Source: an optimization exercise on an open RTL-to-GDS flow (aim: small area and a short achievable clock period). Production flows keep margins and buffers that such runs may drop. Where RTL was checked, it was by simulation tests only, not by an equivalence proof against the original. Only the layout flow was run in run 5; the RTL was not checked for function there. Power is estimated from default activity; no workload was simulated.

## flow/config.mk

```make
export PLATFORM = sky130hd
export DESIGN_NAME = soccer_overlay
export DESIGN_NICKNAME = soccer_overlay
export VERILOG_FILES = /design/flow/design.v
export SDC_FILE = /design/flow/constraint.sdc
export NUM_CORES = 4
export LEC_CHECK = 0
export CAP_MARGIN = 20
export CORE_MARGIN = 2
export CORE_UTILIZATION = 65
export CTS_BUF_LIST = sky130_fd_sc_hd__clkbuf_8
export SLEW_MARGIN = 20
```

## flow/constraint.sdc

```tcl
create_clock -name core_clock -period 13.0 [get_ports {clk_i}]
set_input_delay 2.6000 -clock core_clock [delete_from_list [all_inputs] [get_ports {clk_i}]]
set_output_delay 2.6000 -clock core_clock [all_outputs]
set_load 0.01 [all_outputs]
```

## flow/design.v

```verilog
package soccer_pkg;
    typedef logic [23:0] rgb_t;
    typedef enum logic [1:0] {
        MATCH_KICKOFF = 2'd0,
        MATCH_PLAY    = 2'd1,
        MATCH_GOAL    = 2'd2
    } match_state_t;
    localparam int COORD_W = 12;
    localparam rgb_t SKY_BG     = 24'h070A12;
    localparam rgb_t GRASS_A    = 24'h0A5C1F;
    localparam rgb_t GRASS_B    = 24'h0D6A26;
    localparam rgb_t LINE_WHITE = 24'hF5F7FF;
    localparam rgb_t BALL_WHITE = 24'hF7F7F7;
    localparam rgb_t SCORE_BG   = 24'h0E1016;
    localparam rgb_t SCORE_FG   = 24'hECEFF4;
    localparam int PITCH_MARGIN = 16;
    localparam int BALL_R       = 4;
    localparam int GOAL_HALF    = 12;
    localparam int STRIPE_SHIFT = 3;
    localparam int DIGIT_SCALE  = 2;
    localparam int SB_LEFT      = 8;
    localparam int SB_GAP       = 3;
    localparam int SERVE_SPEED    = 2;
    localparam int KICKOFF_FRAMES = 4;
    localparam int GOAL_FRAMES    = 8;
endpackage
`timescale 1ns/1ps
module soccer_overlay #(
    parameter int H_ACTIVE = 1920,
    parameter int V_ACTIVE = 1080
) (
    input  logic             clk_i,
    input  logic             rst_i,
    input  logic             cen_i,
    input  logic             vid_sel_i,
    input  soccer_pkg::rgb_t vid_rgb_i,
    input  logic [1:0]       vh_blank_i,
    input  logic [2:0]       dvh_sync_i,
    output logic [2:0]       dvh_sync_o,
    output soccer_pkg::rgb_t vid_rgb_o
);
    localparam logic [2:0] C_SKY   = 3'd0;
    localparam logic [2:0] C_GRA   = 3'd1;
    localparam logic [2:0] C_GRB   = 3'd2;
    localparam logic [2:0] C_LINE  = 3'd3;
    localparam logic [2:0] C_BALL  = 3'd4;
    localparam logic [2:0] C_SBG   = 3'd5;
    localparam logic [2:0] C_SFG   = 3'd6;
    logic        de_i;
    logic        de_q;
    logic        adv_q;
    logic        clr_q;
    logic        tick_q;
    logic        fall_q;
    logic [10:0] py_q;
    logic        row0;
    logic [2:0]  sx;
    logic [2:0]  code_q;
    assign de_i = dvh_sync_i[2];
    assign row0 = fall_q ? (py_q == 11'd1079) : (py_q == 11'd0);
    always_ff @(posedge clk_i) begin
        if (rst_i) begin
            de_q   <= 1'b0;
            adv_q  <= 1'b0;
            clr_q  <= 1'b1;
            tick_q <= 1'b0;
            fall_q <= 1'b0;
            py_q   <= '0;
            code_q <= C_SKY;
        end else begin
            adv_q  <= cen_i & de_i;
            clr_q  <= cen_i & ~de_i;
            tick_q <= cen_i & de_i & ~de_q & row0;
            fall_q <= cen_i & ~de_i & de_q;
            if (fall_q) begin
                py_q <= (py_q == 11'd1079) ? 11'd0 : py_q + 1'b1;
            end
            if (cen_i) begin
                de_q   <= de_i;
                code_q <= de_i ? sx : C_SKY;
            end
        end
    end
    logic [10:0] xa_q;
    always_ff @(posedge clk_i) begin
        if (clr_q) begin
            xa_q <= 11'd2;
        end else if (adv_q && xa_q[10:7] != 4'b1111) begin
            xa_q <= xa_q + 1'b1;
        end
    end
    logic [4:0] xf_q;
    logic [4:0] xf_next;
    always_comb begin
        if (clr_q) begin
            xf_next = 5'b01000;
        end else if (adv_q) begin
            xf_next[4] = (xa_q >= 11'd15) && (xa_q <= 11'd1902);
            xf_next[3] = (xa_q <= 11'd16) || (xa_q >= 11'd1901) ||
                         (xa_q == 11'd958) || (xa_q == 11'd959);
            xf_next[2] = (xa_q >= 11'd7) && (xa_q <= 11'd32);
            xf_next[1] = (xa_q >= 11'd11) && (xa_q <= 11'd16);
            xf_next[0] = (xa_q >= 11'd23) && (xa_q <= 11'd28);
        end else begin
            xf_next = xf_q;
        end
    end
    always_ff @(posedge clk_i) begin
        xf_q <= xf_next;
    end
    logic [3:0] ph_q;
    logic       odd_q;
    logic [3:0] half_q;
    logic [9:0] bd_q;
    logic [9:0] bd_next;
    logic       goal;
    assign bd_next = odd_q ? bd_q - 1'b1 : bd_q + 1'b1;
    assign goal    = odd_q ? (bd_q == 10'd9) : (bd_q == 10'd947);
    always_ff @(posedge clk_i) begin
        if (rst_i) begin
            ph_q   <= '0;
            odd_q  <= 1'b0;
            half_q <= '0;
            bd_q   <= 10'd478;
        end else if (tick_q) begin
            if (ph_q == 4'd4) begin
                bd_q <= bd_next;
                if (goal) begin
                    ph_q  <= 4'd8;
                    odd_q <= ~odd_q;
                    if (odd_q && half_q != 4'd9) begin
                        half_q <= half_q + 1'b1;
                    end
                end
            end else begin
                ph_q <= ph_q + 1'b1;
                if (ph_q == 4'd3) begin
                    bd_q <= bd_next;
                end
                if (ph_q == 4'd15) begin
                    bd_q <= 10'd478;
                end
            end
        end
    end
    logic       win_q;
    logic       win;
    logic [2:0] dk;
    assign dk = 3'(xa_q[3:1] - bd_q[2:0]);
    always_comb begin
        if (clr_q) begin
            win = 1'b0;
        end else if (!adv_q) begin
            win = win_q;
        end else if (win_q) begin
            win = (dk != 3'd6);
        end else begin
            win = (xa_q == {bd_q, 1'b0});
        end
    end
    always_ff @(posedge clk_i) begin
        win_q <= win;
    end
    function automatic logic [14:0] glyph(input logic [3:0] d);
        case (d)
            4'd0:    glyph = 15'b111_101_101_101_111;
            4'd1:    glyph = 15'b010_110_010_010_111;
            4'd2:    glyph = 15'b111_001_111_100_111;
            4'd3:    glyph = 15'b111_001_111_001_111;
            4'd4:    glyph = 15'b101_101_111_001_001;
            4'd5:    glyph = 15'b111_100_111_001_111;
            4'd6:    glyph = 15'b111_100_111_101_111;
            4'd7:    glyph = 15'b111_001_001_001_001;
            4'd8:    glyph = 15'b111_101_111_101_111;
            4'd9:    glyph = 15'b111_101_111_001_111;
            default: glyph = 15'b000_000_000_000_000;
        endcase
    endfunction
    logic [10:0] x;
    logic [10:0] y;
    logic        in_pitch;
    logic        on_line;
    logic        in_board;
    logic        ball_row;
    logic [2:0]  ball_r;
    logic        on_ball;
    logic        dig_a_x;
    logic        dig_b_x;
    logic        dig_y;
    logic [1:0]  gcol;
    logic [3:0]  digit;
    logic [14:0] gbits;
    logic [2:0]  grow_bits;
    logic        gpix;
    logic        lit;
    logic [2:0]  scene;
    always_comb begin
        x = xa_q;
        y = py_q;
        in_pitch = xf_q[4] && (y >= 11'd16) && (y <= 11'd1063);
        on_line  = xf_q[3] || (y <= 11'd17) || (y >= 11'd1062);
        in_board = xf_q[2] && (y >= 11'd1067) && (y <= 11'd1078);
        ball_row = (y >= 11'd536) && (y <= 11'd544);
        case (y[3:0])
            4'd12:   ball_r = 3'd4;    
            4'd10,
            4'd11,
            4'd13,
            4'd14:   ball_r = 3'd3;
            4'd9,
            4'd15:   ball_r = 3'd2;
            default: ball_r = 3'd0;    
        endcase
        case (ball_r)
            3'd4:    on_ball = (dk <= 3'd3) || (dk == 3'd4 && !x[0]);
            3'd3:    on_ball = (dk <= 3'd3) && !(dk == 3'd0 && !x[0]);
            3'd2:    on_ball = (dk >= 3'd1) && (dk <= 3'd3) && !(dk == 3'd3 && x[0]);
            default: on_ball = (dk == 3'd2) && !x[0];
        endcase
        on_ball = on_ball && ball_row && win;
        dig_y   = (y >= 11'd1068) && (y <= 11'd1077);
        dig_a_x = xf_q[1];
        dig_b_x = xf_q[0];
        gcol    = dig_a_x ? 2'(x[2:1] + 2'd2) : x[2:1];
        digit   = (dig_a_x && odd_q && half_q != 4'd9) ? half_q + 1'b1 : half_q;
        gbits   = glyph(digit);
        case (y[4:1])
            4'd6:    grow_bits = gbits[14:12];
            4'd7:    grow_bits = gbits[11:9];
            4'd8:    grow_bits = gbits[8:6];
            4'd9:    grow_bits = gbits[5:3];
            default: grow_bits = gbits[2:0];
        endcase
        case (gcol)
            2'd0:    gpix = grow_bits[2];
            2'd1:    gpix = grow_bits[1];
            default: gpix = grow_bits[0];
        endcase
        lit     = (dig_a_x || dig_b_x) && dig_y && gpix;
        scene = C_SKY;
        if (in_pitch) begin
            scene = x[3] ? C_GRB : C_GRA;
            if (on_line) begin
                scene = C_LINE;
            end
        end
        if (on_ball) begin
            scene = C_BALL;
        end
        if (in_board) begin
            scene = lit ? C_SFG : C_SBG;
        end
    end
    logic [2:0] sx_q;
    always_comb begin
        if (clr_q) begin
            sx = C_SKY;
        end else if (adv_q) begin
            sx = scene;
        end else begin
            sx = sx_q;
        end
    end
    always_ff @(posedge clk_i) begin
        sx_q <= sx;
    end
    soccer_pkg::rgb_t colour;
    always_comb begin
        case (code_q)
            C_GRA:   colour = soccer_pkg::GRASS_A;
            C_GRB:   colour = soccer_pkg::GRASS_B;
            C_LINE:  colour = soccer_pkg::LINE_WHITE;
            C_BALL:  colour = soccer_pkg::BALL_WHITE;
            C_SBG:   colour = soccer_pkg::SCORE_BG;
            C_SFG:   colour = soccer_pkg::SCORE_FG;
            default: colour = soccer_pkg::SKY_BG;
        endcase
    end
    always_ff @(posedge clk_i) begin
        if (rst_i) begin
            vid_rgb_o  <= soccer_pkg::SKY_BG;
            dvh_sync_o <= 3'b000;
        end else if (cen_i) begin
            vid_rgb_o  <= (vid_sel_i && de_i) ? colour : vid_rgb_i;
            dvh_sync_o <= dvh_sync_i;
        end
    end
endmodule
```

## flow/flow/run.sh

```bash
#!/bin/bash
# The standard synthesis and layout, with three changes to how the layout
# is made: after the floorplan, OpenROAD's restructure re-maps the
# combinational logic for area (registers untouched); the ports get plain
# buffers instead of delay cells; and timing repair aims for 9.3 ns of
# setup slack. Each tool's output goes to a log file here.
set -euo pipefail
export BUFFER_PORTS_ARGS="-buffer_cell sky130_fd_sc_hd__buf_2"
export SETUP_SLACK_MARGIN=9.3
bash standard.sh synth > synth.log 2>&1
bash standard.sh floorplan > floorplan.log 2>&1
python3 flow/libfilter.py $FLOW_HOME/platforms/sky130hd/lib/sky130_fd_sc_hd__tt_025C_1v80.lib \
  rmp_cells.lib 'sky130_fd_sc_hd__lpflow_*' 'sky130_fd_sc_hd__probe*' > libfilter.log 2>&1
openroad -no_init -exit flow/restructure.tcl > restructure.log 2>&1
bash standard.sh > layout.log 2>&1
```

## flow/flow/libfilter.py

```python
#!/usr/bin/env python3
"""Copy a liberty file without the cells whose names match the given patterns
(the platform's don't-use cells), so that restructure's ABC cannot pick them."""
import fnmatch
import re
import sys

src, dst, pats = sys.argv[1], sys.argv[2], sys.argv[3:]
text = open(src).read()
out = []
pos = 0
for m in re.finditer(r'\n\s*cell\s*\(\s*"?([\w]+)"?\s*\)\s*\{', text):
    if m.start() < pos:
        continue
    name = m.group(1)
    if not any(fnmatch.fnmatch(name, p) for p in pats):
        continue
    # find the matching closing brace of this cell group
    depth = 0
    i = m.end() - 1
    while True:
        c = text[i]
        if c == '{':
            depth += 1
        elif c == '}':
            depth -= 1
            if depth == 0:
                break
        i += 1
    out.append(text[pos:m.start()])
    pos = i + 1
out.append(text[pos:])
open(dst, 'w').write(''.join(out))
```

## flow/flow/restructure.tcl

```tcl
# Re-map the floorplan's combinational logic for area with OpenROAD's
# restructure (ABC), then write the floorplan back for placement. ABC maps
# to rmp_cells.lib, the platform library without its don't-use cells.
set res orfs/results/sky130hd/soccer_overlay/base
read_liberty $::env(FLOW_HOME)/platforms/sky130hd/lib/sky130_fd_sc_hd__tt_025C_1v80.lib
read_db $res/2_floorplan.odb
read_sdc $res/2_floorplan.sdc
source $::env(FLOW_HOME)/platforms/sky130hd/setRC.tcl
report_design_area
file mkdir rmp
restructure -target area -liberty_file rmp_cells.lib \
  -tielo_port sky130_fd_sc_hd__conb_1/LO -tiehi_port sky130_fd_sc_hd__conb_1/HI \
  -work_dir rmp -abc_logfile rmp/abc.log
report_design_area
write_db $res/2_floorplan.odb
```

## flow/standard.sh

```bash
#!/bin/bash
# synth_recipe.tcl (not shown) runs the flow's synth.tcl, then flattens the netlist and writes it again
# the make line also repeats each setting of config.mk as NAME=value (left out here)
make -C /OpenROAD-flow-scripts/flow DESIGN_CONFIG=/design/flow/config.mk WORK_HOME=/design/flow/orfs CLKGATE_MAP_FILE= SYNTH_SCRIPT=/design/flow/synth_recipe.tcl "${@:-finish}"
```

==> results of run 1 <==
[through the flow]
stage / util, % / cells / setup WS, ns / area [um^2] / hold slack [ns]
2_1_floorplan: - / 660 / 9.34 / 5280 / 0.443
3_3_place_gp: 61.1 / 727 / 7.98 / 4770 / 0.453
3_5_place_dp: 61.1 / 727 / 7.95 / 4770 / 0.456
4_1_cts: 63.8 / 743 / 9.29 / 4980 / 0.471
5_1_grt: 64.2 / 743 / 9.16 / 5010 / 0.495
6_report: 64.2 / 743 / 9.40 / 5010 / 0.469
[final cells by class]
type                    count  area share [%]
multi-input cells         394            47.1
flip-flops and latches     84            33.6
inverters                  89            6.92
repair buffers             58            5.89
well taps                 102            2.55
clock buffers               9            2.47
clock inverters             7            1.50
[worst max path at each step]
stage,startpoint,end,cells after the start
finish,rst_i,code_q[0],5
global route,py_q[1],py_q[10],14
CTS,dvh_sync_i[2],vid_rgb_o[6],6
detailed placement,dvh_sync_i[2],vid_rgb_o[6],6
global placement,dvh_sync_i[2],vid_rgb_o[21],6
floorplan,vid_sel_i,vid_rgb_o[18],6
[what timing repair did]
action	CTS	global route
hold buffers	0	0
setup endpoints to repair	33	20
resized for setup	9	8
[layer usage]
layer	vias to the layer above	global-route usage [%]
met4	0	7.73
li1	2259	-
met3	8	3.61
met5	-	0
met1	2144	38.8
met2	120	39.5
[sequential cells by signal, summed over array words and instances (netlist names), 2 cells and up]
name        flops
xa_q           11
vid_rgb_o      24
py_q           11
code_q          3
sx_q            3
dvh_sync_o      2
ph_q            4
half_q          4
xf_q            5
bd_q           10
[power groups by stage]
stage                     sequential [mW]  combinational, mW  clock (mW)
final                               0.270             0.0395       0.191
after global routing                0.271             0.0439       0.206
after CTS                           0.270             0.0393       0.195
after detailed placement            0.276             0.0387           0
after global placement              0.276             0.0380           0
after floorplan                     0.276             0.0243           0
[cells by family after synthesis]
kind of cell	after synthesis
compound gates	148
xor+xnor	37
fa+ha+maj	31
buf+inv	62
flops	84
mux	10
simple gates	288
[worst min-delay path, cell delays in order, from the launching register on]
cell	delay, ns
dfxtp_1	0.31
clkinv_1	0.06
a211oi_1	0.06
[placed cells by master (no fill, tap or decap), types with 4 or more instances in the layout]
cell        n
nor2_1     81
nand2_1    23
nand4_1     4
o21a_1      9
o221a_1    17
a21oi_1    35
nor2b_1    14
o2111ai_1   4
o22ai_1    21
clkbuf_8    9
or2_0       4
dfxtp_1    82
nand3_1     7
o221ai_1    8
clkinv_1   84
a221oi_1    8
o22a_1      4
a211oi_1   17
o21ai_0    39
a31oi_1    11
nor3_1     27
a2bb2oi_1   6
buf_2      56
a22oi_1     6
nor4_1     15
==> out/results.txt, run 1 <==
Worst endpoint data arrival time -> 3.83 ns
Max_slew headroom -> 36.9%
Avg Cell Area, Syn -> 7.99 um^2
Reg2reg path depth -> 14
Post-Syn Area -> 0.00528 mm^2
Skew final -> 0.0106 ns
Asr flop ratio synth -> 0%
Worst R2R End -> py_q[10]
Seq pwr share -> 53.9%
Gr usage total -> 26.2%
Status -> timing/DRC/antenna clean
Synth Area in Compound Gates -> 18.9%
DR vias/cell -> 6.10
Fmax achieved -> 0.278 GHz
Setup CP Type -> in -> reg
Max Cap Viol -> 0
Synth Area in Adders -> 7.59%
Met2 Routed Length -> 5060 um
Syn-to-layout area delta -> -5.03%
Total clock buffers created by CTS -> 9
Multi-input logic area -> 0.00236 mm^2
Max Transition Viols Final -> 0
Critical-path cell list -> buf_2 > clkinv_2 > buf_4 > nand3_1 > o22ai_1
Die W -> 94.1 um
RSZ-0062 raised after global routing -> yes
Clk root buf -> clkbuf_8
Reg-to-reg startpoint -> py_q[1]
CTS tree -> done
Combinational Power Share -> 7.9%
Wire per inst -> 15.1 um
CP Max Fanout -> 28
Worst skew pair latency -> 0.35 ns
Peak supply drop -> 0.0543 mV
Largest net degree at the start of global routing -> 38
Hold crit path type -> reg -> reg
Cell with the most instances after synthesis -> nor2_1
Highest routed layer -> met4
Synth top area cells -> dfxtp_1, nor2_1, ha_1, a21oi_1, xor2_1
WL met1 -> 5570 um
Initial Utilization -> 67.6%
Final Setup Violations -> 0
Simple-Gate Fraction of Synth Area -> 27.1%
Min-Delay Endpoint -> py_q[8]
Initial DRC count -> 339
Min-delay src -> py_q[8]
Met3 wire len -> 481 um
Hold path depth -> 2
WP buf/inv -> 3
Total core area -> 0.00781 mm^2
Startpoint types -> primary input
Top delay family on crit path -> buffers and inverters
# fillers -> 742
Design Power -> 0.501 mW
Final hold violation count -> 0
Ports -> 60
Net count after synthesis -> 723
Total gr overflow -> 0
IO Port Bufs -> 57
Via Count -> 4,531
Switching Share -> 25.9%
Post-synth EDFFs -> 0
Gp weighted congestion -> 0.955
Hpwl dp -> 8090 um
Storage element area -> 0.00168 mm^2
Switching power total -> 0.130 mW
Period utilisation layout -> 27.7%
Pleak -> 1.74 nW
Nets@finish -> 669
Detail Route Antenna Nets -> 0
Vias in the first global route -> 3,996
CP endpoint kind -> flip-flop
XOR/XNOR Fraction of Synth Area -> 6.69%
Ratio of cells with drive above 1 in the final layout -> 13.3%
Yosys cell types -> 81
Max clock buf depth -> 2
Sequential-to-total area share from yosys stat -> 31.9%
Clk network pwr share -> 38.2%
Synth area leader -> dfxtp_1
Critical Path Max Stage Delay -> 0.32 ns
Least-Margin Pin Slew -> 0.946 ns
# Post-CTS Setup Buffers -> 0
Worst endpoint required time -> 13.23 ns
Die H -> 94.1 um
Mux cell area share after synthesis -> 1.99%
Pwr dens -> 100 mW/mm^2
Synth top area share -> 31.9%
Cell count after synthesis -> 660
ANT cells -> 0
Die area -> 0.00885 mm^2
# DRC -> 0
First-pass GRT wire length -> 18,800 um
Initial antenna violation count -> 0
Main combinational cell family by area after synthesis -> simple AND/OR/NAND/NOR gates
H-tree levels -> 3
Primary FF master, synth -> dfxtp_1
Post-synth top cells -> nor2_1, dfxtp_1, nand2_1
Pint -> 0.371 mW
Reg-to-reg setup timing slack -> 9.71 ns
Synth Warn # -> 1
Setup TNS -> 0 ns
Yosys reg bits -> 84
Total Wirelength -> 11,200 um
Detailed Routing Iterations Pass 1 -> 4
Worst-path clk slew -> 0.09 ns
Sink Count -> 84
Critical Path Slowest Stage Cell -> buf_2
Minimum clock period after layout -> 3.60 ns
Rows -> 32
==> inputs of run 2 (changes only) <==
--- a/flow/flow/run.sh
+++ b/flow/flow/run.sh
@@ -2,11 +2,11 @@
 # The standard synthesis and layout, with three changes to how the layout
 # is made: after the floorplan, OpenROAD's restructure re-maps the
 # combinational logic for area (registers untouched); the ports get plain
-# buffers instead of delay cells; and timing repair aims for 9.3 ns of
+# buffers instead of delay cells; and timing repair aims for 9.5 ns of
 # setup slack. Each tool's output goes to a log file here.
 set -euo pipefail
 export BUFFER_PORTS_ARGS="-buffer_cell sky130_fd_sc_hd__buf_2"
-export SETUP_SLACK_MARGIN=9.3
+export SETUP_SLACK_MARGIN=9.5
 bash standard.sh synth > synth.log 2>&1
 bash standard.sh floorplan > floorplan.log 2>&1
 python3 flow/libfilter.py $FLOW_HOME/platforms/sky130hd/lib/sky130_fd_sc_hd__tt_025C_1v80.lib \
--- a/flow/config.mk
+++ b/flow/config.mk
@@ -7,6 +7,6 @@
 export LEC_CHECK = 0
 export CAP_MARGIN = 20
 export CORE_MARGIN = 2
-export CORE_UTILIZATION = 65
+export CORE_UTILIZATION = 85
 export CTS_BUF_LIST = sky130_fd_sc_hd__clkbuf_8
 export SLEW_MARGIN = 20
==> out/results.txt, run 2 <==
Status -> timing/DRC/antenna clean (unchanged)
Net count after synthesis -> 723 (unchanged)
Via Count -> 4,755 (was 4,531)
Rows -> 28 (was 32)
Switching power total -> 0.134 mW (was 0.130 mW)
Synth Warn # -> 1 (unchanged)
Worst endpoint data arrival time -> 0.87 ns (was 3.83 ns)
Worst path depth -> 1 (was 5)
Sink Count -> 84 (unchanged)
Hold path depth -> 1 (was 2)
Period utilisation layout -> 26.7% (was 27.7%)
Vias in the first global route -> 4,073 (was 3,996)
Synth area leader -> dfxtp_1 (unchanged)
Detail Route Antenna Nets -> 0 (unchanged)
Final hold violation count -> 0 (unchanged)
# Post-CTS Setup Buffers -> 0 (unchanged)
Syn-to-layout area delta -> -5.34% (was -5.03%)
Clk root buf -> clkbuf_8 (unchanged)
CTS tree -> done (unchanged)
Asr flop ratio synth -> 0% (unchanged)
Yosys cell types -> 81 (unchanged)
Gr usage total -> 33.7% (was 26.2%)
DR vias/cell -> 6.65 (was 6.10)
Yosys reg bits -> 84 (unchanged)
Main combinational cell family by area after synthesis -> simple AND/OR/NAND/NOR gates (unchanged)
Synth Area in Adders -> 7.59% (unchanged)
Pleak -> 1.73 nW (was 1.74 nW)
Max_slew headroom -> 33.3% (was 36.9%)
Cell count after synthesis -> 660 (unchanged)
Post-Route Utilization -> 83.8% (was 64.2%)
ANT cells -> 0 (unchanged)
CP endpoint kind -> primary output (was flip-flop)
Avg Cell Area, Syn -> 7.99 um^2 (unchanged)
Commonest cells after routing, fill and taps aside -> clkinv_1, dfxtp_1, nor2_1 (unchanged)
Total clock buffers created by CTS -> 9 (unchanged)
Setup CP Type -> reg -> out (was in -> reg)
H-tree levels -> 3 (unchanged)
Post-synth top cells -> nor2_1, dfxtp_1, nand2_1 (unchanged)
Initial Utilization -> 88.6% (was 67.6%)
XOR/XNOR Fraction of Synth Area -> 6.69% (unchanged)
Minimum clock period after layout -> 3.47 ns (was 3.60 ns)
Initial antenna violation count -> 0 (unchanged)
Largest Register -> vid_rgb_o (unchanged)
CP Max Fanout -> 2 (was 28)
Largest net degree at the start of global routing -> 42 (was 38)
Pwr dens -> 98.1 mW/mm^2 (was 100 mW/mm^2)
Synth top area share -> 31.9% (unchanged)
Gp weighted congestion -> 0.925 (was 0.955)
Top delay family on crit path -> flip-flops (was buffers and inverters)
Least-Margin Pin Slew -> 1.00 ns (was 0.946 ns)
Total gr overflow -> 0 (unchanged)
Reg2reg path depth -> 8 (was 14)
Ratio of cells with drive above 1 in the final layout -> 13.9% (was 13.3%)
Simple-Gate Fraction of Synth Area -> 27.1% (unchanged)
Seq pwr share -> 55.2% (was 53.9%)
Die area -> 0.00685 mm^2 (was 0.00885 mm^2)
Synth top area cells -> dfxtp_1, nor2_1, ha_1, a21oi_1, xor2_1 (unchanged)
Synth Area in Compound Gates -> 18.9% (unchanged)
Post-Syn Area -> 0.00528 mm^2 (unchanged)
WP buf/inv -> 1 (was 3)
Total Wirelength -> 11,700 um (was 11,200 um)
Hpwl dp -> 8010 um (was 8090 um)
Cell with the most instances after synthesis -> nor2_1 (unchanged)
Mux cell area share after synthesis -> 1.99% (unchanged)
Hold Buf Count CTS -> 0 (unchanged)
Skew final -> 0.0110 ns (was 0.0106 ns)
Most Crowded Layer GR -> met2 (unchanged)
Ports -> 60 (unchanged)
First-pass GRT wire length -> 18,200 um (was 18,800 um)
Die H -> 82.8 um (was 94.1 um)
Wire per inst -> 16.4 um (was 15.1 um)
Final Setup Violations -> 0 (unchanged)
Max clock buf depth -> 2 (unchanged)
Commonest non-fill, non-tap cell in the layout -> clkinv_1 (unchanged)
Critical Path Max Stage Delay -> 0.36 ns (was 0.32 ns)
Worst endpoint required time -> 10.40 ns (was 13.23 ns)
Sequential-to-total area share from yosys stat -> 31.9% (unchanged)
Worst-path clk slew -> 0.10 ns (was 0.09 ns)
PostCTS Resize Cnt -> 14 (was 9)
GR Layer Usage met2 -> 53.1% (was 39.5%)
Pint -> 0.355 mW (was 0.371 mW)
Critical Path Slowest Stage Cell -> dfxtp_1 (was buf_2)
Switching Share -> 27.5% (was 25.9%)
Peak supply drop -> 0.112 mV (was 0.0543 mV)
Setup TNS -> 0 ns (unchanged)
Max Transition Viols Final -> 0 (unchanged)
GR Util met1 -> 44.8% (was 38.8%)
Initial DRC count -> 381 (was 339)
Die W -> 82.8 um (was 94.1 um)
# DRC -> 0 (unchanged)
RSZ-0062 raised after global routing -> yes (unchanged)
Combinational Power Share -> 8.3% (was 7.9%)
Clk network pwr share -> 36.5% (was 38.2%)
Worst skew pair latency -> 0.36 ns (was 0.35 ns)
IO Port Bufs -> 57 (unchanged)
Total core area -> 0.00596 mm^2 (was 0.00781 mm^2)
Max reg flops -> 24 (unchanged)
Largest regs -> vid_rgb_o x24, py_q x11, xa_q x11 (unchanged)
Startpoint types -> flip-flop (was primary input)
Max Cap Viol -> 0 (unchanged)
Post-synth EDFFs -> 0 (unchanged)
Primary FF master, synth -> dfxtp_1 (unchanged)
Nets@finish -> 668 (was 669)
Critical-path cell list -> buf_2 (was buf_2 > clkinv_2 > buf_4 > nand3_1 > o22ai_1)
Hold crit path type -> reg -> reg (unchanged)
Fmax achieved -> 0.288 GHz (was 0.278 GHz)
Met3 usage -> 7.58% (was 3.61%)
Detailed Routing Iterations Pass 1 -> 6 (was 4)
## run 2: layout make-up
class	instances	area, um^2
multi-input combinational	394	2380
clock buffer	9	124
timing repair buffer	57	288
tap	75	93.8
sequential	84	1690
clock inverter	7	63.8
inverter	89	354
fill	388	962
## run 2: layer usage
metal	part of all wire, %	vias to the layer above	routed length, um
met4	2.3	0	267
met5	0	-	0
met2	46	288	5440
met3	9.8	40	1150
met1	42	2155	4870
li1	-	2272	-
## run 2: worst paths after layout
check | start | endpoint | slack (ns)
max | vid_rgb_o[14] | vid_rgb_o[14] | 9.53
min | de_q | tick_q | 0.45
max reg2reg | ph_q[1] | bd_q[5] | 9.72
min reg2reg | de_q | tick_q | 0.45
## run 2: logic make-up after synthesis
group                    Yosys count
AO/OA/AOI/OAI                    148
adder cells (fa/ha/maj)           31
AND/OR/NAND/NOR                  288
flip-flops                        84
XOR/XNOR                          37
multiplexers                      10
buffers and inverters             62
## run 2: power groups by stage
| stage | Combinational (mW) | Clock (mW) | Sequential [mW] |
|---|---|---|---|
| finish | 0.0408 | 0.179 | 0.270 |
| global route | 0.0448 | 0.188 | 0.271 |
| CTS | 0.0395 | 0.180 | 0.270 |
| detailed placement | 0.0385 | 0 | 0.276 |
| global placement | 0.0371 | 0 | 0.275 |
| floorplan | 0.0250 | 0 | 0.276 |
## run 2: metrics by stage
step	hold slack, ns	power, mW	cell area [um^2]	instances	worst slack, ns
detailed placement	0.463	0.314	4730	699	7.97
global placement	0.451	0.313	4730	699	8.05
finish	0.450	0.490	4990	715	9.53
global route	0.467	0.504	4990	715	9.45
CTS	0.477	0.489	4940	715	9.51
floorplan	0.443	0.301	5300	660	9.52
==> inputs of run 3 (changes only) <==
--- a/flow/config.mk
+++ b/flow/config.mk
@@ -7,6 +7,6 @@
 export LEC_CHECK = 0
 export CAP_MARGIN = 20
 export CORE_MARGIN = 2
-export CORE_UTILIZATION = 85
+export CORE_UTILIZATION = 75
 export CTS_BUF_LIST = sky130_fd_sc_hd__clkbuf_8
 export SLEW_MARGIN = 20
==> out/results.txt, run 3 <==
Cell with the most instances after synthesis -> nor2_1 (unchanged)
ANT cells -> 0 (unchanged)
Period utilisation layout -> 26.5% (was 26.7%)
Crit path launch -> vid_rgb_o[19] (was vid_rgb_o[14])
Critical Path Max Stage Delay -> 0.35 ns (was 0.36 ns)
Synth top area share -> 31.9% (unchanged)
Hpwl dp -> 7930 um (was 8010 um)
Post-Syn Area -> 0.00528 mm^2 (unchanged)
Synth top area cells -> dfxtp_1, nor2_1, ha_1, a21oi_1, xor2_1 (unchanged)
Worst skew pair latency -> 0.37 ns (was 0.36 ns)
Minimum clock period after layout -> 3.45 ns (was 3.47 ns)
Max Transition Viols Final -> 0 (unchanged)
Nets@finish -> 668 (unchanged)
Worst-path clk slew -> 0.09 ns (was 0.10 ns)
Skew final -> 0.0140 ns (was 0.0110 ns)
Pwr dens -> 99.9 mW/mm^2 (was 98.1 mW/mm^2)
Setup TNS -> 0 ns (unchanged)
Final Setup Violations -> 0 (unchanged)
CTS tree -> done (unchanged)
# DRC -> 0 (unchanged)
Die H -> 87.9 um (was 82.8 um)
Yosys cell types -> 81 (unchanged)
Hold crit path type -> reg -> reg (unchanged)
Pleak -> 1.75 nW (was 1.73 nW)
Detail Route Antenna Nets -> 0 (unchanged)
Die W -> 87.9 um (was 82.8 um)
Clk root buf -> clkbuf_8 (unchanged)
Synth area leader -> dfxtp_1 (unchanged)
Commonest cells after routing, fill and taps aside -> clkinv_1, dfxtp_1, nor2_1 (unchanged)
Initial DRC count -> 386 (was 381)
Dpl cells -> 720 (was 699)
Rows -> 30 (was 28)
Sink Count -> 84 (unchanged)
Hold WS -> 0.441 ns (was 0.450 ns)
Max reg flops -> 24 (unchanged)
Design Power -> 0.501 mW (was 0.490 mW)
Ratio of cells with drive above 1 in the final layout -> 13.6% (was 13.9%)
Asr flop ratio synth -> 0% (unchanged)
Post-synth top cells -> nor2_1, dfxtp_1, nand2_1 (unchanged)
Synth Warn # -> 1 (unchanged)
Post-Route Utilization -> 73.9% (was 83.8%)
Initial Utilization -> 77.6% (was 88.6%)
Avg Cell Area, Syn -> 7.99 um^2 (unchanged)
Initial antenna violation count -> 0 (unchanged)
CP Max Fanout -> 2 (unchanged)
Reg-to-reg startpoint -> xa_q[2] (was ph_q[1])
Largest Register -> vid_rgb_o (unchanged)
Critical-path cell list -> buf_2 (unchanged)
Peak supply drop -> 0.0695 mV (was 0.112 mV)
Total gr overflow -> 0 (unchanged)
Primary FF master, synth -> dfxtp_1 (unchanged)
Detailed Routing Iterations Pass 1 -> 5 (was 6)
H-tree levels -> 3 (unchanged)
RSZ-0062 raised after global routing -> yes (unchanged)
Min-delay src -> de_q (unchanged)
Fmax achieved -> 0.290 GHz (was 0.288 GHz)
Least-Margin Pin Slew -> 0.882 ns (was 1.00 ns)
Commonest non-fill, non-tap cell in the layout -> clkinv_1 (unchanged)
# Post-CTS Setup Buffers -> 0 (unchanged)
Critical Path Slowest Stage Cell -> dfxtp_1 (unchanged)
Startpoint types -> flip-flop (unchanged)
Via Count -> 4,580 (was 4,755)
Gr usage total -> 28.9% (was 33.7%)
Syn-to-layout area delta -> -4.84% (was -5.34%)
Final std cells w/o fill -> 736 (was 715)
Status -> timing/DRC/antenna clean (unchanged)
WP buf/inv -> 1 (unchanged)
IO Port Bufs -> 57 (unchanged)
Die area -> 0.00772 mm^2 (was 0.00685 mm^2)
Final hold violation count -> 0 (unchanged)
Setup CP Type -> reg -> out (unchanged)
Worst endpoint required time -> 10.40 ns (about the same)
Max clock buf depth -> 2 (unchanged)
Post-synth EDFFs -> 0 (unchanged)
Sequential-to-total area share from yosys stat -> 31.9% (unchanged)
Wire per inst -> 15.1 um (was 16.4 um)
Total clock buffers created by CTS -> 9 (unchanged)
Gp weighted congestion -> 0.947 (was 0.925)
Max_slew headroom -> 41.2% (was 33.3%)
Hold Buf Count CTS -> 0 (unchanged)
Worst endpoint data arrival time -> 0.85 ns (was 0.87 ns)
Max Cap Viol -> 0 (unchanged)
Largest regs -> vid_rgb_o x24, py_q x11, xa_q x11 (unchanged)
DR vias/cell -> 6.22 (was 6.65)
Net count after synthesis -> 723 (unchanged)
Reg-to-reg setup timing slack -> 9.74 ns (was 9.72 ns)
Total Wirelength -> 11,100 um (was 11,700 um)
Top delay family on crit path -> flip-flops (unchanged)
Cell count after synthesis -> 660 (unchanged)
Yosys reg bits -> 84 (unchanged)
CP endpoint kind -> primary output (unchanged)
Total core area -> 0.00679 mm^2 (was 0.00596 mm^2)
Ports -> 60 (unchanged)
First-pass GRT wire length -> 18,000 um (was 18,200 um)
Vias in the first global route -> 3,960 (was 4,073)
Largest net degree at the start of global routing -> 42 (unchanged)
[run 3: cell counts after synthesis]
No cell type changed its count.
[run 3: metrics by stage]
stage / setup slack [ns] / cell area [um^2]
finish: 9.55 / 5020
global route: 9.33 / 5020
CTS: 9.51 / 4980
detailed placement: 8.00 / 4750
global placement: 8.01 / 4750
floorplan: 9.52 / 5300
[run 3: area by class of cell]
type	count	area, um^2
well taps	96	120
repair buffers	57	288
clock inverters	7	75.1
clock buffers	9	124
flip-flops and latches	84	1690
multi-input cells	394	2370
inverters	89	354
fillers	572	1770
[run 3: kinds of logic after synthesis]
logic type,after synthesis,synth area share [%]
buf+inv,62,5.79
compound gates,148,18.9
fa+ha+maj,31,7.59
simple gates,288,27.1
mux,10,1.99
flops,84,31.9
xor+xnor,37,6.69
[run 3: routing by layer]
metal,track usage (%),routed length (um)
met5,0,0
met1,41.5,5140
met4,11.0,209
met2,43.0,4990
met3,5.66,777
[run 3: timing repair]
item,CTS,global route
gates resized for setup,13,11
endpoints found under the hold margin,0,0
endpoints found under the setup margin,49,19
cloned,0,0
[run 3: worst paths after layout]
| path | endpoint | cells after the start |
|---|---|---|
| setup reg to reg | code_q[2] | 11 |
| setup / recovery | vid_rgb_o[19] | 1 |
| hold reg to reg | tick_q | 1 |
| hold / removal | tick_q | 1 |
[run 3: power breakdown]
part | internal [mW] | total, mW | switching [mW]
Clock | 0.0905 | 0.191 | 0.101
Sequential | 0.265 | 0.270 | 0.00547
Combinational | 0.0165 | 0.0397 | 0.0233
Total | 0.372 | 0.501 | 0.130
==> inputs of run 4 (changes only) <==
--- a/flow/config.mk
+++ b/flow/config.mk
@@ -7,6 +7,6 @@
 export LEC_CHECK = 0
 export CAP_MARGIN = 20
 export CORE_MARGIN = 2
-export CORE_UTILIZATION = 75
+export CORE_UTILIZATION = 65
 export CTS_BUF_LIST = sky130_fd_sc_hd__clkbuf_8
 export SLEW_MARGIN = 20
==> out/results.txt, run 4 <==
Status -> timing/DRC/antenna clean (unchanged)
Worst endpoint required time -> 10.40 ns (about the same)
# DRC -> 0 (unchanged)
WP buf/inv -> 1 (unchanged)
Vias in the first global route -> 4,000 (was 3,960)
Die H -> 94.1 um (was 87.9 um)
Rows -> 32 (was 30)
Primary FF master, synth -> dfxtp_1 (unchanged)
Max Transition Viols Final -> 0 (unchanged)
Critical Path Slowest Stage Cell -> dfxtp_1 (unchanged)
Avg Cell Area, Syn -> 7.99 um^2 (unchanged)
Yosys reg bits -> 84 (unchanged)
Final hold violation count -> 0 (unchanged)
Synth Warn # -> 1 (unchanged)
Initial DRC count -> 318 (was 386)
Total core area -> 0.00781 mm^2 (was 0.00679 mm^2)
Cell with the most instances after synthesis -> nor2_1 (unchanged)
Ratio of cells with drive above 1 in the final layout -> 14.2% (was 13.6%)
Hold crit path type -> reg -> reg (unchanged)
Post-Route Utilization -> 64.6% (was 73.9%)
Skew final -> 0.0104 ns (was 0.0140 ns)
Clk network pwr share -> 38.1% (was 38.2%)
Largest Register -> vid_rgb_o (unchanged)
# Post-CTS Setup Buffers -> 0 (unchanged)
Max Cap Viol -> 0 (unchanged)
RSZ-0062 raised after global routing -> yes (unchanged)
Startpoint types -> flip-flop (unchanged)
Largest net degree at the start of global routing -> 38 (was 42)
Clk root buf -> clkbuf_8 (unchanged)
GR Layer Usage met2 -> 39.5% (was 43.0%)
Most Crowded Layer GR -> met2 (unchanged)
Initial Utilization -> 67.6% (was 77.6%)
Seq pwr share -> 53.8% (was 53.9%)
Sequential-to-total area share from yosys stat -> 31.9% (unchanged)
Reg2reg path depth -> 11 (unchanged)
Final Setup Violations -> 0 (unchanged)
Largest regs -> vid_rgb_o x24, py_q x11, xa_q x11 (unchanged)
Hold Buf Count CTS -> 0 (unchanged)
Setup TNS -> 0 ns (unchanged)
Die area -> 0.00885 mm^2 (was 0.00772 mm^2)
Minimum clock period after layout -> 3.45 ns (about the same)
Max_slew headroom -> 36.1% (was 41.2%)
Max clock buf depth -> 2 (unchanged)
Post-synth top cells -> nor2_1, dfxtp_1, nand2_1 (unchanged)
Switching power total -> 0.131 mW (was 0.130 mW)
Commonest non-fill, non-tap cell in the layout -> clkinv_1 (unchanged)
CTS tree -> done (unchanged)
Initial antenna violation count -> 0 (unchanged)
Pwr dens -> 99.6 mW/mm^2 (was 99.9 mW/mm^2)
Total gr overflow -> 0 (unchanged)
Cell count after synthesis -> 660 (unchanged)
Worst skew pair latency -> 0.36 ns (was 0.37 ns)
Die W -> 94.1 um (was 87.9 um)
Combinational Power Share -> 8.1% (was 7.9%)
Synth area leader -> dfxtp_1 (unchanged)
Wire per inst -> 15.2 um (was 15.1 um)
Total clock buffers created by CTS -> 9 (unchanged)
Hpwl dp -> 8090 um (was 7930 um)
Detailed Routing Iterations Pass 1 -> 4 (was 5)
H-tree levels -> 3 (unchanged)
Setup CP Type -> reg -> out (unchanged)
Yosys cell types -> 81 (unchanged)
Max reg flops -> 24 (unchanged)
Least-Margin Pin Slew -> 0.959 ns (was 0.882 ns)
Fmax achieved -> 0.290 GHz (about the same)
IO Port Bufs -> 57 (unchanged)
Gr usage total -> 26.2% (was 28.9%)
Worst-path clk slew -> 0.10 ns (was 0.09 ns)
Switching Share -> 26.0% (was 25.9%)
Critical-path cell list -> buf_2 (unchanged)
GR Util met1 -> 38.8% (was 41.5%)
Pint -> 0.371 mW (was 0.372 mW)
Critical Path Max Stage Delay -> 0.35 ns (about the same)
Syn-to-layout area delta -> -4.41% (was -4.84%)
CP endpoint kind -> primary output (unchanged)
Pleak -> 1.75 nW (about the same)
Peak supply drop -> 0.0544 mV (was 0.0695 mV)
ANT cells -> 0 (unchanged)
Detail Route Antenna Nets -> 0 (unchanged)
Via Count -> 4,525 (was 4,580)
Sink Count -> 84 (unchanged)
Met3 usage -> 3.61% (was 5.66%)
CP Max Fanout -> 2 (unchanged)
Top delay family on crit path -> flip-flops (unchanged)
Post-synth EDFFs -> 0 (unchanged)
Nets@finish -> 669 (was 668)
Ports -> 60 (unchanged)
Asr flop ratio synth -> 0% (unchanged)
Total Wirelength -> 11,300 um (was 11,100 um)
Period utilisation layout -> 26.5% (about the same)
Synth top area share -> 31.9% (unchanged)
Commonest cells after routing, fill and taps aside -> clkinv_1, nor2_1, dfxtp_1 (was clkinv_1, dfxtp_1, nor2_1)
Dpl ws -> 7.95 ns (was 8.00 ns)
Worst path depth -> 1 (unchanged)
Worst endpoint data arrival time -> 0.85 ns (about the same)
Setup ws final -> 9.55 ns (about the same)
Gp weighted congestion -> 0.955 (was 0.947)
Post-Syn Area -> 0.00528 mm^2 (unchanged)
Hold path depth -> 1 (unchanged)
Net count after synthesis -> 723 (unchanged)
First-pass GRT wire length -> 18,800 um (was 18,000 um)
Synth top area cells -> dfxtp_1, nor2_1, ha_1, a21oi_1, xor2_1 (unchanged)
DR vias/cell -> 6.09 (was 6.22)
Hold WS -> 0.447 ns (was 0.441 ns)
run 4: cell counts after synthesis:
Identical to the previous run, type by type.
run 4: final cells by class:
cell class	instances	area, um^2
Tap cell	102	128
Inverter	89	358
Sequential cell	84	1690
Clock inverter	7	75.1
Timing Repair Buffer	58	302
Multi-Input combinational cell	394	2370
Fill cell	742	2770
Clock buffer	9	124
run 4: power groups by stage:
stage	Sequential [mW]	Clock (mW)	Combinational, mW
after global placement	0.276	0	0.0380
final	0.270	0.191	0.0404
after floorplan	0.276	0	0.0250
after global routing	0.271	0.206	0.0447
after detailed placement	0.276	0	0.0387
after CTS	0.270	0.195	0.0398
run 4: stage by stage:
step / cells / area (um^2) / total power, mW
final: 743 / 5040 / 0.502
after global routing: 743 / 5040 / 0.522
after CTS: 743 / 5000 / 0.504
after detailed placement: 727 / 4770 / 0.315
after global placement: 727 / 4770 / 0.314
after floorplan: 660 / 5300 / 0.301
run 4: kinds of logic (layout without fill, tap and decap cells):
| group | Yosys count | in the layout | synth area share, % |
|---|---|---|---|
| adder cells (fa/ha/maj) | 31 | 0 | 7.59 |
| buffers and inverters | 62 | 163 | 5.79 |
| multiplexers | 10 | 0 | 1.99 |
| flip-flops | 84 | 84 | 31.9 |
| AND/OR/NAND/NOR | 288 | 183 | 27.1 |
| AO/OA/AOI/OAI | 148 | 211 | 18.9 |
| XOR/XNOR | 37 | 0 | 6.69 |
run 4: final timing paths:
| check | from | endpoint | slack, ns |
|---|---|---|---|
| worst min register to register | de_q | tick_q | 0.45 |
| worst max register to register | xa_q[2] | code_q[2] | 9.73 |
| worst min-delay path | de_q | tick_q | 0.45 |
| worst max-delay path | vid_rgb_o[2] | vid_rgb_o[2] | 9.55 |
run 4: worst reg2reg max path: cells and delay by family (launching register included):
| kind | cells | cell delay [ns] |
|---|---|---|
| AO/OA/AOI/OAI | 6 | 1.71 |
| AND/OR/NAND/NOR | 4 | 0.65 |
| flip-flops | 1 | 0.49 |
| buffers and inverters | 1 | 0.31 |
run 4: what timing repair did:
item                                    in CTS  in global routing
cloned                                       0                  0
resized for setup                           13                 16
endpoints found under the setup margin      38                 24
run 4: metal layers:
layer / vias up / part of all wire, %
li1: 2258 / -
met3: 8 / 4.7
met4: 0 / 0.82
met5: - / 0
met2: 135 / 45
met1: 2124 / 49
==> inputs of run 5 (changes only) <==
--- a/flow/design.v
+++ b/flow/design.v
@@ -52,12 +52,13 @@
     logic        clr_q;
     logic        tick_q;
     logic        fall_q;
+    logic        rst_q;
     logic [10:0] py_q;
     logic        row0;
     logic [2:0]  sx;
     logic [2:0]  code_q;
     assign de_i = dvh_sync_i[2];
-    assign row0 = fall_q ? (py_q == 11'd1079) : (py_q == 11'd0);
+    assign row0 = rst_q || (fall_q ? (py_q == 11'd1079) : (py_q == 11'd0));
     always_ff @(posedge clk_i) begin
         if (rst_i) begin
             de_q   <= 1'b0;
@@ -65,20 +66,24 @@
             clr_q  <= 1'b1;
             tick_q <= 1'b0;
             fall_q <= 1'b0;
-            py_q   <= '0;
             code_q <= C_SKY;
         end else begin
             adv_q  <= cen_i & de_i;
             clr_q  <= cen_i & ~de_i;
             tick_q <= cen_i & de_i & ~de_q & row0;
             fall_q <= cen_i & ~de_i & de_q;
-            if (fall_q) begin
-                py_q <= (py_q == 11'd1079) ? 11'd0 : py_q + 1'b1;
-            end
             if (cen_i) begin
                 de_q   <= de_i;
                 code_q <= de_i ? sx : C_SKY;
             end
+        end
+    end
+    always_ff @(posedge clk_i) begin
+        rst_q <= rst_i;
+        if (rst_q) begin
+            py_q <= '0;
+        end else if (fall_q) begin
+            py_q <= (py_q == 11'd1079) ? 11'd0 : py_q + 1'b1;
         end
     end
     logic [10:0] xa_q;
@@ -117,7 +122,7 @@
     assign bd_next = odd_q ? bd_q - 1'b1 : bd_q + 1'b1;
     assign goal    = odd_q ? (bd_q == 10'd9) : (bd_q == 10'd947);
     always_ff @(posedge clk_i) begin
-        if (rst_i) begin
+        if (rst_q) begin
             ph_q   <= '0;
             odd_q  <= 1'b0;
             half_q <= '0;
==> out/results.txt, run 5 <==
RSZ-0062 raised after global routing -> yes (unchanged)
CP endpoint kind -> primary output (unchanged)
Design Power -> 0.515 mW (was 0.502 mW)
Avg Cell Area, Syn -> 7.99 um^2 (about the same)
Worst skew pair latency -> 0.36 ns (about the same)
Reg-to-reg startpoint -> odd_q (was xa_q[2])
Cell count after synthesis -> 653 (was 660)
Max Transition Viols Final -> 0 (unchanged)
Crit path capture -> vid_rgb_o[17] (was vid_rgb_o[2])
IO Port Bufs -> 57 (unchanged)
Total Wirelength -> 11,100 um (was 11,300 um)
Final hold violation count -> 0 (unchanged)
Top delay family on crit path -> flip-flops (unchanged)
Ratio of cells with drive above 1 in the final layout -> 14.1% (was 14.2%)
Primary FF master, synth -> dfxtp_1 (unchanged)
Worst path depth -> 1 (unchanged)
Ports -> 60 (unchanged)
First-pass GRT wire length -> 18,300 um (was 18,800 um)
Cell with the most instances after synthesis -> dfxtp_1 (was nor2_1)
Critical Path Max Stage Delay -> 0.36 ns (was 0.35 ns)
Critical Path Slowest Stage Cell -> dfxtp_1 (unchanged)
Detailed Routing Iterations Pass 1 -> 4 (unchanged)
Period utilisation layout -> 26.6% (was 26.5%)
Detail Route Antenna Nets -> 0 (unchanged)
Nets@finish -> 661 (was 669)
Pwr dens -> 102 mW/mm^2 (was 99.6 mW/mm^2)
Total gr overflow -> 0 (unchanged)
Initial antenna violation count -> 0 (unchanged)
Total clock buffers created by CTS -> 9 (unchanged)
Worst endpoint required time -> 10.40 ns (about the same)
Critical-path cell list -> buf_2 (unchanged)
Min-delay src -> de_q (unchanged)
Largest net degree at the start of global routing -> 40 (was 38)
Hold crit path type -> reg -> reg (unchanged)
Setup TNS -> 0 ns (unchanged)
Status -> timing/DRC/antenna clean (unchanged)
Post-synth top cells -> dfxtp_1, nor2_1, nand2_1 (was nor2_1, dfxtp_1, nand2_1)
CP Max Fanout -> 2 (unchanged)
Sink Count -> 85 (was 84)
Vias in the first global route -> 4,000 (unchanged)
Storage element area -> 0.00171 mm^2 (was 0.00169 mm^2)
Highest routed layer -> met4 (unchanged)
Commonest non-fill, non-tap cell in the layout -> clkinv_1 (unchanged)
Die W -> 93.6 um (was 94.1 um)
Minimum clock period after layout -> 3.46 ns (was 3.45 ns)
Dpl cells -> 719 (was 727)
Fmax achieved -> 0.289 GHz (was 0.290 GHz)
Largest regs -> vid_rgb_o x24, py_q x11, xa_q x11 (unchanged)
Post-Syn Area -> 0.00522 mm^2 (was 0.00528 mm^2)
Syn-to-layout area delta -> -3.38% (was -4.41%)
ANT cells -> 0 (unchanged)
Asr flop ratio synth -> 0% (unchanged)
Sequential-to-total area share from yosys stat -> 32.6% (was 31.9%)
# fillers -> 732 (was 742)
DR vias/cell -> 5.95 (was 6.09)
Total core area -> 0.00777 mm^2 (was 0.00781 mm^2)
Synth top area cells -> dfxtp_1, ha_1, nor2_1, nand2_1, a21oi_1 (was dfxtp_1, nor2_1, ha_1, a21oi_1, xor2_1)
Pleak -> 1.76 nW (was 1.75 nW)
Wire per inst -> 15.1 um (was 15.2 um)
Peak supply drop -> 0.0582 mV (was 0.0544 mV)
Synth area leader -> dfxtp_1 (unchanged)
Gp weighted congestion -> 0.897 (was 0.955)
Clk root buf -> clkbuf_8 (unchanged)
Hold Buf Count CTS -> 0 (unchanged)
Least-Margin Pin Slew -> 0.786 ns (was 0.959 ns)
Reg2reg path depth -> 10 (was 11)
Rows -> 32 (unchanged)
CTS tree -> done (unchanged)
Max reg flops -> 24 (unchanged)
Worst-path clk slew -> 0.10 ns (about the same)
Worst endpoint data arrival time -> 0.86 ns (was 0.85 ns)
Yosys cell types -> 80 (was 81)
WP buf/inv -> 1 (unchanged)
Initial DRC count -> 220 (was 318)
Gr usage total -> 25.5% (was 26.2%)
Setup CP Type -> reg -> out (unchanged)
Max Cap Viol -> 0 (unchanged)
Met2 Routed Length -> 5460 um (was 5080 um)
Multi-input logic area -> 0.00233 mm^2 (was 0.00237 mm^2)
Commonest cells after routing, fill and taps aside -> clkinv_1, nor2_1, dfxtp_1 (unchanged)
Via Count -> 4,370 (was 4,525)
H-tree levels -> 3 (unchanged)
Yosys reg bits -> 85 (was 84)
Synth top area share -> 32.6% (was 31.9%)
Hpwl dp -> 8110 um (was 8090 um)
Reg-to-reg setup timing slack -> 9.78 ns (was 9.73 ns)
Max clock buf depth -> 2 (unchanged)
Worst R2R End -> code_q[0] (was code_q[2])
Die H -> 93.6 um (was 94.1 um)
Largest Register -> vid_rgb_o (unchanged)
Skew final -> 0.0106 ns (was 0.0104 ns)
Final Setup Violations -> 0 (unchanged)
Final std cells w/o fill -> 735 (was 743)
WL met1 -> 5020 um (was 5580 um)
Initial Utilization -> 67.1% (was 67.6%)
Post-synth EDFFs -> 0 (unchanged)
Met3 wire len -> 529 um (unchanged)
Net count after synthesis -> 716 (was 723)
Crit path launch -> vid_rgb_o[17] (was vid_rgb_o[2])
Startpoint types -> flip-flop (unchanged)
# DRC -> 0 (unchanged)
Max_slew headroom -> 47.1% (was 36.1%)
Synth Warn # -> 1 (unchanged)
Die area -> 0.00876 mm^2 (was 0.00885 mm^2)
==> run 5: how the worst min path moves through the flow <==
stage	to	slack [ns]	cells after the start
after floorplan	xf_q[0]	0.43	2
after global placement	py_q[7]	0.45	2
after detailed placement	tick_q	0.46	1
after CTS	py_q[6]	0.48	2
after global routing	tick_q	0.47	1
final	tick_q	0.44	1
==> run 5: area by class of cell <==
class / count / share of cell area, %
clock buffers: 10 / 2.73
clock inverters: 6 / 1.51
inverters: 93 / 7.28
multi-input cells: 381 / 46.2
flip-flops and latches: 85 / 33.8
well taps: 102 / 2.53
repair buffers: 58 / 5.86
==> run 5: power breakdown <==
part           internal [mW]  switching [mW]  leakage [nW]
clock network         0.0979           0.103         0.110
logic                 0.0170          0.0226         0.953
registers              0.268         0.00668         0.694
total                  0.383           0.133          1.76
==> run 5: cells by family (layout without fill, tap and decap cells) <==
group	count (synthesis)	in the layout	share of synthesized area, %
and+or+nand+nor	272	171	26.1
buffers and inverters	66	167	5.30
AOI/OAI and AO/OA	148	210	19.1
muxes	11	0	2.21
xor gates and xnor gates	41	0	7.17
adders and majority gates	30	0	7.49
DFF	85	85	32.6
==> run 5: routing by layer <==
layer  vias to the layer above  track usage [%]
met5                         -                0
met2                       116             44.1
met1                      2002             32.6
li1                       2243                -
met3                         9             4.83
met4                         0             7.13
==> run 5: repair_timing <==
item | 4_1_cts | 5_1_grt
endpoints found under the hold margin | 0 | 0
gates cloned | 0 | 0
gates resized for setup | 12 | 13
endpoints found under the setup margin | 37 | 22
buffers inserted | 0 | 0
==> run 5: metrics by stage <==
step | worst slack (ns) | area [um^2] | util, % | hold WS, ns
detailed placement | 8.04 | 4760 | 61.3 | 0.456
global route | 9.41 | 5040 | 64.9 | 0.470
finish | 9.54 | 5040 | 64.9 | 0.440
floorplan | 9.50 | 5220 | - | 0.433
CTS | 9.36 | 5000 | 64.3 | 0.477
global placement | 8.09 | 4760 | 61.3 | 0.454

-- port drivers added, routing unchanged --
In the flow no input, the clock included, has a driving cell. The finished layouts below were timed again as built, in two steps.
Step 1: set_driving_cell puts a clkbuf_16 on clk_i and a buf_2 on each other input, an assumption about the parent block.
Step 2 also shifts input and output timing later by t, the mid clock arrival at the registers, as if the neighbouring blocks saw the same clock.
Slacks: ideal / step 1 / step 2; pairs: ideal / step 1.
run	t (ns)	setup WS [ns]	hold WS [ns]
run 1	0.384	9.401 / 9.412 / 9.029	0.469 / 0.469 / 0.469
run 2	0.380	9.532 / 9.503 / 9.208	0.450 / 0.450 / 0.450
run 3	0.388	9.550 / 9.521 / 9.191	0.441 / 0.441 / 0.441
run 4	0.385	9.551 / 9.518 / 9.227	0.447 / 0.447 / 0.447
run 5	0.387	9.537 / 9.503 / 9.250	0.440 / 0.440 / 0.440
After both steps setup and hold are still met in every run listed. The setup slack of run 1, which loses most, moves by +0.011 ns with the drivers and by -0.372 ns with both steps.
